Background: an optimization exercise with open tools, aiming at small area, a short achievable clock period and few clock cycles. Do not read the settings as production practice.
At most, simulation tests tie the RTL to the original design; equivalence was not proved.
Power and IR drop assume default switching activity.

==> sierra: inputs <==
==> flow/design.v (excerpt) <==
module lawnmower_path_generator #(
    parameter int MAX_WAYPOINTS = lpg_pkg::MAX_WAYPOINTS_DEF
) (
    input  logic                               i_clk,
    input  logic                               i_rst_n,
    input  logic                               start,
    output logic                               busy,
    input  logic signed [lpg_pkg::COORD_W-1:0] i_center_x,
    input  logic signed [lpg_pkg::COORD_W-1:0] i_center_y,
    input  logic                               i_cfg_valid,
    output logic                               o_cfg_ready,
    input  logic [lpg_pkg::IDX_W-1:0]          i_cfg_index,
    input  logic [lpg_pkg::LEN_W-1:0]          i_cfg_data,
    output logic                               o_point_valid,
    output logic signed [lpg_pkg::COORD_W-1:0] o_point_x,
    output logic signed [lpg_pkg::COORD_W-1:0] o_point_y,
    output logic [lpg_pkg::PNUM_W-1:0]         o_point_number,
    output logic                               o_last_point,
    output logic                               o_overflow
);
make LEC_CHECK=0 CAP_MARGIN=20 CORE_MARGIN=2 CORE_UTILIZATION=40 SLEW_MARGIN=20 finish   # period 7.5 ns
run.sh (not shown) runs the stock make flow with config.mk's settings and CLKGATE_MAP_FILE= SYNTH_SCRIPT=/design/flow/synth_recipe.tcl, a recipe that flattens the netlist after the stock synthesis.
==> zinc: changes against sierra <==
Settings changed: SETUP_SLACK_MARGIN set to 3.5.
==> quartz: changes against sierra <==
--- a/flow/design.v
+++ b/flow/design.v
@@ -26,17 +26,17 @@
     input  logic                               i_clk,
     input  logic [2:0]                         i_op,
     input  logic                               i_td,        
     input  logic                               i_far,       
     input  logic                               i_go_in,     
     input  logic                               i_load_c,
     input  logic signed [lpg_pkg::COORD_W-1:0] i_center,
     input  logic [lpg_pkg::LEN_W-1:0]          i_h,
-    input  logic [4:0]                         i_win,       
+    input  logic [5:0]                         i_booth,     
     input  logic                               i_mac_first,
     input  logic [2:0]                         i_load_p,    
     output logic signed [lpg_pkg::COORD_W-1:0] o_point
 );
     localparam int COORD_W = lpg_pkg::COORD_W;
     localparam int LEN_W   = lpg_pkg::LEN_W;
     localparam int FRAC_W  = lpg_pkg::FRAC_W;
     localparam int POS_W   = lpg_pkg::POS_W;
@@ -59,22 +59,17 @@
     assign st_neg_go = IS_Y ? 1'b0 : !i_td;
     assign sw_neg    = IS_Y ? 1'b1 : i_td;
     function automatic logic sa_neg(input logic far, input logic td);
         sa_neg = (IS_Y && td) ? far : !far;
     endfunction
     logic                 one_hi, two_hi, neg_hi, one_lo, two_lo, neg_lo;
     logic [LEN_W:0]       row_hi, row_lo;
     always_comb begin
-        one_hi = i_win[3] ^ i_win[2];
-        two_hi = (i_win[4] ^ i_win[3]) & !(i_win[3] ^ i_win[2]);
-        neg_hi = i_win[4];
-        one_lo = i_win[1] ^ i_win[0];
-        two_lo = (i_win[2] ^ i_win[1]) & !(i_win[1] ^ i_win[0]);
-        neg_lo = i_win[2];
+        {one_hi, two_hi, neg_hi, one_lo, two_lo, neg_lo} = i_booth;
         row_hi = one_hi ? {1'b0, i_h} : (two_hi ? {i_h, 1'b0} : '0);
         row_lo = one_lo ? {1'b0, i_h} : (two_lo ? {i_h, 1'b0} : '0);
     end
     function automatic logic [POS_W-1:0] sx39(input logic [PROD_W-2:0] v);
         sx39 = {{(POS_W-PROD_W+1){v[PROD_W-2]}}, v};
     endfunction
     logic signed [COORD_W-1:0] c_src;
     logic [POS_W-1:0]          opa, opb, opc;
@@ -197,90 +192,114 @@
     logic             r_wz;      
     logic             r_ovf;
     logic [LEN_W-1:0] weff;
     logic [LEN_W-1:0] span;
     assign weff = {r_w[LEN_W-1:1], r_w[0] | r_wz};
     assign span = r_td ? {r_ylen[LEN_W-1:1], 1'b0} : {r_xlen[LEN_W-1:1], 1'b0};
     logic       r_mrun;      
     logic       r_mprep;     
+    logic       r_cdone;     
     logic [1:0] r_round;     
     logic [1:0] r_dig;       
+    logic       c_act;       
+    logic       r_dmac;
+    logic       r_dfirst;
+    logic [1:0] r_dround;
+    logic [2:0] r_dload;
+    logic [5:0] r_booth_x, r_booth_y;
+    assign c_act = r_mrun && !r_mprep && !r_cdone;
     always_ff @(posedge i_clk) begin
         if (!i_rst_n || cfg_wr) begin
             r_mrun  <= 1'b1;
             r_mprep <= 1'b1;
+            r_cdone <= 1'b0;
             r_round <= '0;
             r_dig   <= '0;
+            r_dmac  <= 1'b0;
+            r_dload <= '0;
         end else if (r_mrun) begin
             r_mprep <= 1'b0;
-            if (!r_mprep) begin
+            r_dmac  <= c_act;
+            r_dload <= (c_act && r_dig == 2'd3) ? (3'b001 << r_round) : 3'b000;
+            if (c_act) begin
                 r_dig <= r_dig + 2'd1;
                 if (r_dig == 2'd3) begin
                     r_round <= r_round + 2'd1;
                     if (r_round == 2'd2) begin
-                        r_mrun <= 1'b0;
+                        r_cdone <= 1'b1;
                     end
                 end
             end
+            if (r_dload[2]) begin
+                r_mrun <= 1'b0;
+            end
         end
     end
     always_ff @(posedge i_clk) begin
         if (r_mrun && r_mprep) begin
             r_td <= (r_xlen >= r_ylen);
             r_wz <= (r_w == '0);
         end
     end
-    logic [LEN_W-1:0]         m_h;
     logic                     tx_is_cos;
     logic signed [TRIG_W-1:0] m_tx, m_ty;
-    logic [4:0]               win_x, win_y;
-    logic                     mac;
-    logic [2:0]               load_p;
     function automatic logic [4:0] window(input logic [TRIG_W-1:0] t, input logic [1:0] dig);
         case (dig)
             2'd0:    window = t[15:11];
             2'd1:    window = t[11:7];
             2'd2:    window = t[7:3];
             default: window = {t[3:0], 1'b0};
         endcase
     endfunction
+    function automatic logic [5:0] booth(input logic [4:0] w);
+        booth = {w[3] ^ w[2], (w[4] ^ w[3]) & !(w[3] ^ w[2]), w[4],
+                 w[1] ^ w[0], (w[2] ^ w[1]) & !(w[1] ^ w[0]), w[2]};
+    endfunction
+    always_comb begin
+        tx_is_cos = (r_round == 2'd0) ? r_td : !r_td;
+        m_tx  = tx_is_cos ? r_cos : r_sin;
+        m_ty  = tx_is_cos ? r_sin : r_cos;
+    end
+    always_ff @(posedge i_clk) begin
+        r_dfirst  <= (r_dig == 2'd0);
+        r_dround  <= r_round;
+        r_booth_x <= booth(window(m_tx, r_dig));
+        r_booth_y <= booth(window(m_ty, r_dig));
+    end
+    logic [LEN_W-1:0] m_h;
+    logic             mac;
     always_comb begin
-        mac = r_mrun && !r_mprep;
-        if (r_round[1]) begin
+        mac = r_dmac;
+        if (r_dround[1]) begin
             m_h = weff;
-        end else if (r_round[0] ^ r_td) begin
+        end else if (r_dround[0] ^ r_td) begin
             m_h = {1'b0, r_xlen[LEN_W-1:1]};
         end else begin
             m_h = {1'b0, r_ylen[LEN_W-1:1]};
         end
-        tx_is_cos = (r_round == 2'd0) ? r_td : !r_td;
-        m_tx  = tx_is_cos ? r_cos : r_sin;
-        m_ty  = tx_is_cos ? r_sin : r_cos;
-        win_x = window(m_tx, r_dig);
-        win_y = window(m_ty, r_dig);
-        load_p = (mac && r_dig == 2'd3) ? (3'b001 << r_round) : 3'b000;
     end
     localparam logic [1:0] ST_IDLE = 2'd0;
     localparam logic [1:0] ST_WAIT = 2'd1;
     localparam logic [1:0] ST_RUN  = 2'd2;
     logic [1:0]        r_state;
     logic              r_busy;
     logic              r_valid;
     logic [PNUM_W-1:0] r_pnum;       
     logic              r_last;       
     logic              r_far;        
     logic              r_next_last;  
-    logic              accept, go_in, go, run;
+    logic              idle, accept, go_in, go, run;
     logic [2:0]        op;
     logic              last_next;
-    assign accept = start && (r_state == ST_IDLE);
-    assign go_in  = accept && !r_mrun;
-    assign go     = go_in || ((r_state == ST_WAIT) && !r_mrun);
+    assign idle   = (r_state == ST_IDLE);
     assign run    = (r_state == ST_RUN);
+    assign accept = start && idle;
+    assign go_in  = idle && !r_mrun;
+    assign go     = !run && !r_mrun;
     always_comb begin
         if (mac) begin
             op = OP_MAC;
         end else if (go) begin
             op = OP_GO;
         end else if (!r_pnum[0]) begin
             op = OP_FLIP;
         end else if (r_next_last) begin
@@ -294,19 +313,19 @@
     always_ff @(posedge i_clk) begin
         if (!i_rst_n) begin
             r_state <= ST_IDLE;
             r_busy  <= 1'b0;
             r_valid <= 1'b0;
         end else begin
             case (r_state)
                 ST_IDLE: if (accept) begin
-                    r_state <= go ? ST_RUN : ST_WAIT;
+                    r_state <= r_mrun ? ST_WAIT : ST_RUN;
                     r_busy  <= 1'b1;
-                    r_valid <= go;
+                    r_valid <= !r_mrun;
                 end
                 ST_WAIT: if (go) begin
                     r_state <= ST_RUN;
                     r_valid <= 1'b1;
                 end
                 default: if (r_last) begin
                     r_state <= ST_IDLE;
                     r_busy  <= 1'b0;
@@ -344,53 +363,53 @@
         end else begin
             rem_b   = $signed({2'b0, weff});
             rem_inv = 1'b1;
             rem_cin = (r_pnum != '0);
         end
         rem_sum = r_rem + (rem_b ^ {REM_W{rem_inv}}) + REM_W'(rem_cin);
     end
     always_ff @(posedge i_clk) begin
-        if (go || (mac && r_round == 2'd0 && r_dig == 2'd0)) begin
+        if (go || (c_act && r_round == 2'd0 && r_dig == 2'd0)) begin
             r_rem <= $signed({2'b0, span});
-        end else if (mac && r_round == 2'd0 && r_dig == 2'd1) begin
+        end else if (c_act && r_round == 2'd0 && r_dig == 2'd1) begin
             r_rem <= rem_sum;
-        end else if (mac && r_round == 2'd0 && r_dig == 2'd2) begin
+        end else if (c_act && r_round == 2'd0 && r_dig == 2'd2) begin
             r_ovf <= (weff[LEN_W-1:19] == '0) && !rem_sum[REM_W-1];
         end else if (run && !r_pnum[0]) begin
             r_rem       <= rem_sum;
             r_next_last <= rem_sum[REM_W-1];
         end
     end
     lpg_datapath #(.IS_Y(1'b0)) u_dp_x (
         .i_clk       (i_clk),
         .i_op        (op),
         .i_td        (r_td),
         .i_far       (r_far),
         .i_go_in     (go_in),
-        .i_load_c    (accept),
+        .i_load_c    (idle),
         .i_center    (i_center_x),
         .i_h         (m_h),
-        .i_win       (win_x),
-        .i_mac_first (r_dig == 2'd0),
-        .i_load_p    (load_p),
+        .i_booth     (r_booth_x),
+        .i_mac_first (r_dfirst),
+        .i_load_p    (r_dload),
         .o_point     (o_point_x)
     );
     lpg_datapath #(.IS_Y(1'b1)) u_dp_y (
         .i_clk       (i_clk),
         .i_op        (op),
         .i_td        (r_td),
         .i_far       (r_far),
         .i_go_in     (go_in),
-        .i_load_c    (accept),
+        .i_load_c    (idle),
         .i_center    (i_center_y),
         .i_h         (m_h),
-        .i_win       (win_y),
-        .i_mac_first (r_dig == 2'd0),
-        .i_load_p    (load_p),
+        .i_booth     (r_booth_y),
+        .i_mac_first (r_dfirst),
+        .i_load_p    (r_dload),
         .o_point     (o_point_y)
     );
     assign busy           = r_busy;
     assign o_point_valid  = r_valid;
     assign o_point_number = r_pnum;
     assign o_last_point   = r_last;
     assign o_overflow     = r_ovf;
 endmodule
Settings changed: SETUP_SLACK_MARGIN set to 0.
==> notes <==
quartz ran to the end with no violations. sierra passed the timing, DRC and antenna checks. zinc produced a clean layout.
Register-to-register slack: sierra is lower than quartz (0.25 ns).
Fmax: zinc > quartz > sierra.
Total power: zinc > quartz > sierra.
Of quartz and sierra, quartz has the higher global-route usage (gap 0.95 points).
Cell area: zinc is larger than sierra (about 16%).
The highest routed wire length belongs to zinc, the lowest to sierra.
Between quartz and sierra, the lower sequential cell count is in sierra (gap 20).
==> figures <==
Run status: quartz complete, no violations; zinc complete, no violations; sierra complete, no violations
Layout-to-synthesis area ratio: quartz 1.153x; zinc 1.355x; sierra 1.165x
Final weighted congestion in routability-driven placement: quartz 0.919; zinc 0.877; sierra 0.899
Sw Pwr: quartz 7.67 mW; zinc 8.86 mW; sierra 6.93 mW
Worst Hold Path EP: quartz r_dround[1]$_DFF_P_; zinc r_xlen[0]$_SDFFE_PN0P_; sierra r_sin[9]$_SDFFE_PN0P_
Power density normalized to cell area: quartz 456 nW/µm²; zinc 460 nW/µm²; sierra 421 nW/µm²
Xor and xnor fraction of the mapped netlist area: quartz 0.0568; zinc 0.0555; sierra 0.0555
Layout Nets: quartz 4048; zinc 4342; sierra 4083
Slowest cell on the critical path: quartz a21oi_4; zinc fa_1; sierra fa_1
Switching power share of the total: quartz 0.417; zinc 0.411; sierra 0.409
Cell internal power dissipation: quartz 10.7 mW; zinc 12.7 mW; sierra 10.0 mW
Register-to-Register Path Depth: quartz 22; zinc 25; sierra 25
TritonCTS sink count: quartz 565; zinc 545; sierra 545
Slew @ Worst Pin: quartz 1.15 ns; zinc 1.23 ns; sierra 1.20 ns
Non-Filler Instances: quartz 4914; zinc 5193; sierra 4935
Testbench counts of sierra, summed over its fixed seeds: cycles 29,284.
Testbench counts of zinc, summed over its fixed seeds: cycles 29,284.
No functional check of the RTL was part of quartz.

========
==> inputs of build 53 <==
Another version of the RTL of lawnmower_path_generator (not shown whole).
Design lawnmower_path_generator, start of the top module:
module lawnmower_path_generator #(
    parameter int MAX_WAYPOINTS = lpg_pkg::MAX_WAYPOINTS_DEF
) (
    input  logic                               i_clk,
    input  logic                               i_rst_n,
    input  logic                               start,
    output logic                               busy,
    input  logic signed [lpg_pkg::COORD_W-1:0] i_center_x,
    input  logic signed [lpg_pkg::COORD_W-1:0] i_center_y,
    input  logic                               i_cfg_valid,
    output logic                               o_cfg_ready,
    input  logic [lpg_pkg::IDX_W-1:0]          i_cfg_index,
    input  logic [lpg_pkg::LEN_W-1:0]          i_cfg_data,
    output logic                               o_point_valid,
    output logic signed [lpg_pkg::COORD_W-1:0] o_point_x,
    output logic signed [lpg_pkg::COORD_W-1:0] o_point_y,
    output logic [lpg_pkg::PNUM_W-1:0]         o_point_number,
    output logic                               o_last_point,
    output logic                               o_overflow
);
    localparam int LEN_W   = lpg_pkg::LEN_W;
    localparam int TRIG_W  = lpg_pkg::TRIG_W;
    localparam int PNUM_W  = lpg_pkg::PNUM_W;
    localparam int REM_W   = LEN_W + 2;
    localparam logic [PNUM_W-1:0] LAST_PNUM = PNUM_W'(MAX_WAYPOINTS - 1);
    logic [LEN_W-1:0]         r_xlen, r_ylen, r_w;
    logic signed [TRIG_W-1:0] r_cos, r_sin;
    logic                     cfg_wr;
    logic                     restart;
    assign o_cfg_ready = 1'b1;
    assign cfg_wr      = i_cfg_valid && (i_cfg_index <= lpg_pkg::REG_SIN_BEARING);
    assign restart     = !i_rst_n || cfg_wr;
    logic [LEN_W-1:0]         n_xlen, n_ylen, n_w;
    logic signed [TRIG_W-1:0] n_cos, n_sin;
    logic                     r_td;      
    logic                     r_wz;      
    always_comb begin
        n_xlen = r_xlen;
        n_ylen = r_ylen;
        n_w    = r_w;
        n_cos  = r_cos;
        n_sin  = r_sin;
        if (!i_rst_n) begin
            n_xlen = lpg_pkg::RST_X_LENGTH;
            n_ylen = lpg_pkg::RST_Y_LENGTH;
            n_w    = lpg_pkg::RST_STRIPE_WIDTH;
            n_cos  = lpg_pkg::RST_COS_BEARING;
            n_sin  = lpg_pkg::RST_SIN_BEARING;
  ...
clock: 7.5 ns
lec_check: 0
cap_margin: 5
core_margin: 2
core_utilization: 40
gpl_timing_driven: 0
setup_slack_margin: 4.5
slew_margin: 5
standard.sh (not shown) runs the stock make flow with config.mk's settings and CLKGATE_MAP_FILE= SYNTH_SCRIPT=/design/flow/synth_recipe.tcl, a recipe that flattens the netlist after the stock synthesis.
==> flow/flow/run.sh <==
#!/bin/bash
# The standard layout, with the port buffers made of the smallest buffer cell.
set -euo pipefail
export BUFFER_PORTS_ARGS="-buffer_cell sky130_fd_sc_hd__buf_1"
bash standard.sh > standard.log 2>&1
==> trial 32 (differences from build 53) <==
--- a/flow/design.v
+++ b/flow/design.v
@@ -268,11 +268,11 @@
     logic [2:0]       r_dload;
     logic [LEN_W-1:0] r_h;
     assign c_act = r_mrun && !r_mprep && !r_cdone;
     always_ff @(posedge i_clk) begin
         if (restart) begin
-            r_mprep <= 1'b1;
+            r_mprep <= !i_rst_n || (i_cfg_index <= lpg_pkg::REG_STRIPE_WIDTH);
             r_cdone <= 1'b0;
             r_round <= '0;
             r_dig   <= '0;
         end else if (r_mrun) begin
             r_mprep <= 1'b0;
Settings changed: CAP_MARGIN 5 to 20, CORE_UTILIZATION 40 to 50, GPL_TIMING_DRIVEN 0 to default, SLEW_MARGIN 5 to 20.
==> trial 68 (differences from build 53) <==
--- a/flow/design.v
+++ b/flow/design.v
@@ -27,11 +27,11 @@
     input  logic [W-1:0] i_b,
     input  logic         i_cin,
     output logic [W-1:0] o_sum
 );
     localparam int N = W + 1;
-    localparam int L = (N <= 16) ? 4 : (N <= 32) ? 5 : (N <= 64) ? 6 : 7;
+    localparam int L = $clog2(N);
     logic [N-1:0]       a, b;
     logic [(L+1)*N-1:0] g, p;
     assign a = {i_a, i_cin};
     assign b = {i_b, i_cin};
     assign g[N-1:0] = a & b;
@@ -176,18 +176,21 @@
         .i_b   (r_cv),
         .i_cin (1'b0),
         .o_sum (sum)
     );
     logic [COORD_W-1:0] r_pos;    
+    logic               r_ovr;    
+    logic               r_neg;    
     always_ff @(posedge i_clk) begin
-        r_pos <= (sum[POS_W-1] ^ sum[POS_W-2]) ? {sum[POS_W-1], {(COORD_W-1){!sum[POS_W-1]}}}
-                                               : sum[POS_W-2:FRAC_W];
+        r_pos <= sum[POS_W-2:FRAC_W];
+        r_ovr <= sum[POS_W-1] ^ sum[POS_W-2];
+        r_neg <= sum[POS_W-1];
         if (i_load_p[0]) r_sa <= $signed(sum[PROD_W-2:0]);
         if (i_load_p[1]) r_st <= $signed(sum[PROD_W-2:0]);
         if (i_load_p[2]) r_sw <= $signed(sum[PROD_W-1:0]);
     end
-    assign o_point = r_pos;
+    assign o_point = r_ovr ? {r_neg, {(COORD_W-1){!r_neg}}} : r_pos;
 endmodule
 module lawnmower_path_generator #(
     parameter int MAX_WAYPOINTS = lpg_pkg::MAX_WAYPOINTS_DEF
 ) (
     input  logic                               i_clk,
@@ -343,47 +346,44 @@
     logic              idle, run, go;
     logic              last_next;
     assign idle = (r_state == ST_IDLE);
     assign run  = (r_state == ST_RUN);
     assign go   = !run && !r_mrun;
-    logic [REM_W-1:0] r_acc;
-    logic [REM_W-1:0] acc_sum;
-    logic [REM_W-1:0] cmp_x, cmp_y;
-    logic             cmp_ge;
-    logic [REM_W:0]   cmp_sum;
-    lpg_add #(.W(REM_W+1)) u_cmp (
-        .i_a   ({1'b0, cmp_x}),
-        .i_b   ({1'b0, ~cmp_y}),
-        .i_cin (1'b1),
-        .o_sum (cmp_sum)
-    );
-    assign cmp_ge = cmp_sum[REM_W];
-    lpg_add #(.W(REM_W)) u_acc_add (
-        .i_a   (r_acc),
-        .i_b   (REM_W'(weff)),
-        .i_cin (1'b0),
-        .o_sum (acc_sum)
-    );
+    logic signed [REM_W-1:0] r_rem;
+    logic signed [REM_W-1:0] rem_b;
+    logic                    rem_inv, rem_cin;
+    logic signed [REM_W-1:0] rem_sum;
     always_comb begin
-        if (r_mrun) begin
-            cmp_x = {2'b0, weff[18:0], 5'b0};
-            cmp_y = r_acc;
+        if (r_mrun && (r_dig != 2'd1)) begin
+            rem_b   = $signed({2'b0, weff[18:0], 5'b0});
+            rem_inv = 1'b1;
+            rem_cin = 1'b0;
+        end else if (r_mrun) begin
+            rem_b   = $signed({2'b0, weff});
+            rem_inv = 1'b0;
+            rem_cin = 1'b0;
         end else begin
-            cmp_x = r_acc;
-            cmp_y = REM_W'(span);
+            rem_b   = $signed({2'b0, weff});
+            rem_inv = 1'b1;
+            rem_cin = (r_pnum != '0);
         end
     end
+    lpg_add #(.W(REM_W)) u_rem_add (
+        .i_a   (r_rem),
+        .i_b   (rem_b ^ {REM_W{rem_inv}}),
+        .i_cin (rem_cin),
+        .o_sum (rem_sum)
+    );
     always_ff @(posedge i_clk) begin
-        if (go) begin
-            r_acc <= REM_W'(weff);
-        end else if (c_act && r_round == 2'd0 && r_dig == 2'd0) begin
-            r_acc <= REM_W'(span);
-        end else if ((c_act && r_round == 2'd0 && r_dig == 2'd1) || (run && r_pnum[0])) begin
-            r_acc <= acc_sum;
-        end
-        if (c_act && r_round == 2'd0 && r_dig == 2'd2) begin
-            r_ovf <= (weff[LEN_W-1:19] == '0) && !cmp_ge;
+        if (go || (c_act && r_round == 2'd0 && r_dig == 2'd0)) begin
+            r_rem <= $signed({2'b0, span});
+        end else if (c_act && r_round == 2'd0 && r_dig == 2'd1) begin
+            r_rem <= rem_sum;
+        end else if (c_act && r_round == 2'd0 && r_dig == 2'd2) begin
+            r_ovf <= (weff[LEN_W-1:19] == '0) && !rem_sum[REM_W-1];
+        end else if (run && !r_pnum[0]) begin
+            r_rem <= rem_sum;
         end
     end
     always_comb begin
         n_dmac  = !restart && c_act;
         n_dload = (!restart && c_act && r_dig == 2'd3) ? (3'b001 << r_round) : 3'b000;
@@ -429,11 +429,11 @@
         end else if (run) begin
             n_pnum = r_pnum + PNUM_W'(1);
             n_last = last_next;
             if (!r_pnum[0]) begin
                 n_far       = !r_far;
-                n_next_last = cmp_ge;
+                n_next_last = rem_sum[REM_W-1];
             end
         end
     end
     always_ff @(posedge i_clk) begin
         r_state     <= n_state;
==> flow/run.sh (new file) <==
#!/bin/bash
# synth_recipe.tcl (not shown) runs the flow's synth.tcl, then flattens the netlist and writes it again
# the make line also repeats each setting of config.mk as NAME=value (left out here)
make -C /OpenROAD-flow-scripts/flow DESIGN_CONFIG=/design/flow/config.mk WORK_HOME=/design/flow/orfs CLKGATE_MAP_FILE= SYNTH_SCRIPT=/design/flow/synth_recipe.tcl finish
Settings changed: CAP_MARGIN 5 to 20, GPL_TIMING_DRIVEN 0 to default, SETUP_SLACK_MARGIN 4.5 to 4.0, SLEW_MARGIN 5 to 20.
removed: flow/flow/run.sh
removed: flow/standard.sh
==> build 14 (differences from build 53) <==
==> flow/flow/run.sh (replaced) <==
#!/bin/bash
# The standard layout, with the port buffers made of the smallest buffer cell.
set -euo pipefail
export BUFFER_PORTS_ARGS="-buffer_cell sky130_fd_sc_hd__buf_1"

bash standard.sh > standard.log 2>&1
Settings changed: CAP_MARGIN 5 to 20, GPL_TIMING_DRIVEN 0 to default, SLEW_MARGIN 5 to 20, TNS_END_PERCENT from default to 20.
==> comparison table <==
quantity                                                      trial 32                trial 68                 build 53                   build 14
Run status                                    timing/DRC/antenna clean  timing/DRC/antenna clean  timing/DRC/antenna clean   timing/DRC/antenna clean
Wire length of the first global-routing pass                  189.4 mm                172.4 mm                 192.1 mm                   176.1 mm
Cell depth of the worst flop-to-flop path                           15                      14                       13                         13
Starting density of the core                                    50.52%                  40.38%                   40.27%                     40.27%
Pint                                                        0.007133 W              0.007417 W               0.007253 W                 0.007219 W
Global routing met1 resource utilization                        41.02%                  30.19%                   31.52%                     28.97%
Post-synthesis instance area                                 40760 um2               39800 um2                40270 um2                  40270 um2
Required time of the critical path                             8020 ps                 7900 ps                  8020 ps                    8030 ps
Post-synthesis compound-gate area fraction                      16.87%                  16.93%                   15.69%                     15.69%
Multi-input combinational cell area                          22370 um2               19600 um2                21740 um2                  21120 um2
CP Launch Point                                         u_dp_x.r_s[13]                r_dig[1]           u_dp_x.r_cv[4]             u_dp_y.r_s[15]
Standard cell area after detailed placement                  42330 um2               42640 um2                42700 um2                  42120 um2
Slowest cell on the critical path             sky130_fd_sc_hd__dfxtp_4  sky130_fd_sc_hd__or4_4  sky130_fd_sc_hd__or3b_4  sky130_fd_sc_hd__a221oi_4
Cell count after synthesis                                        3855                    3715                     3675                       3675
Testbench counts of build 53, summed over its fixed seeds: cycles 30,311.
Testbench counts of trial 32, summed over its fixed seeds: cycles 30,183.
Testbench counts of build 14, summed over its fixed seeds: cycles 30,311.
Function not checked in trial 68: the RTL went through the layout flow alone.

## port drivers added, routing unchanged
In the flow no input, the clock included, has a driving cell. The finished layouts below were timed again as built, in two steps. Step 1 sets driving cells, clkbuf_16 on the clock port and buf_2 on the other inputs (assumed; they add their load-dependent delay and slew). Step 2, shift: input delay + t, output delay - t, t = (earliest + latest rising clock arrival at the registers) / 2. This alone moves slack from input paths to output paths. a / b / c = ideal / step 1 / step 2; a / b = the first two.
run	t, ns	slack for setup (ns)	hold WS [ns]	worst register clock-pin slew, ns	pins driven straight from the clock port
sierra	0.676	0.459 / 0.459 / 0.156	0.465 / 0.465 / 0.465	0.07 / 0.07	1
zinc	0.676	1.452 / 1.452 / 0.982	0.469 / 0.469 / 0.469	0.06 / 0.06	1
quartz	0.677	0.714 / 0.714 / 0.714	0.378 / 0.378 / 0.378	0.07 / 0.07	1
build 53	0.714	4.255 / 4.255 / 4.017	0.325 / 0.325 / 0.325	0.06 / 0.06	1
trial 32	0.704	4.184 / 4.184 / 3.964	0.328 / 0.328 / 0.328	0.07 / 0.07	1
trial 68	0.708	3.994 / 3.994 / 3.605	0.326 / 0.326 / 0.326	0.06 / 0.06	1
build 14	0.722	4.280 / 4.280 / 4.013	0.324 / 0.324 / 0.324	0.07 / 0.07	1
After both steps every run listed still meets setup and hold. For zinc, which loses most, drivers alone change the setup slack by 0.000 ns; drivers and shift together by -0.470 ns.
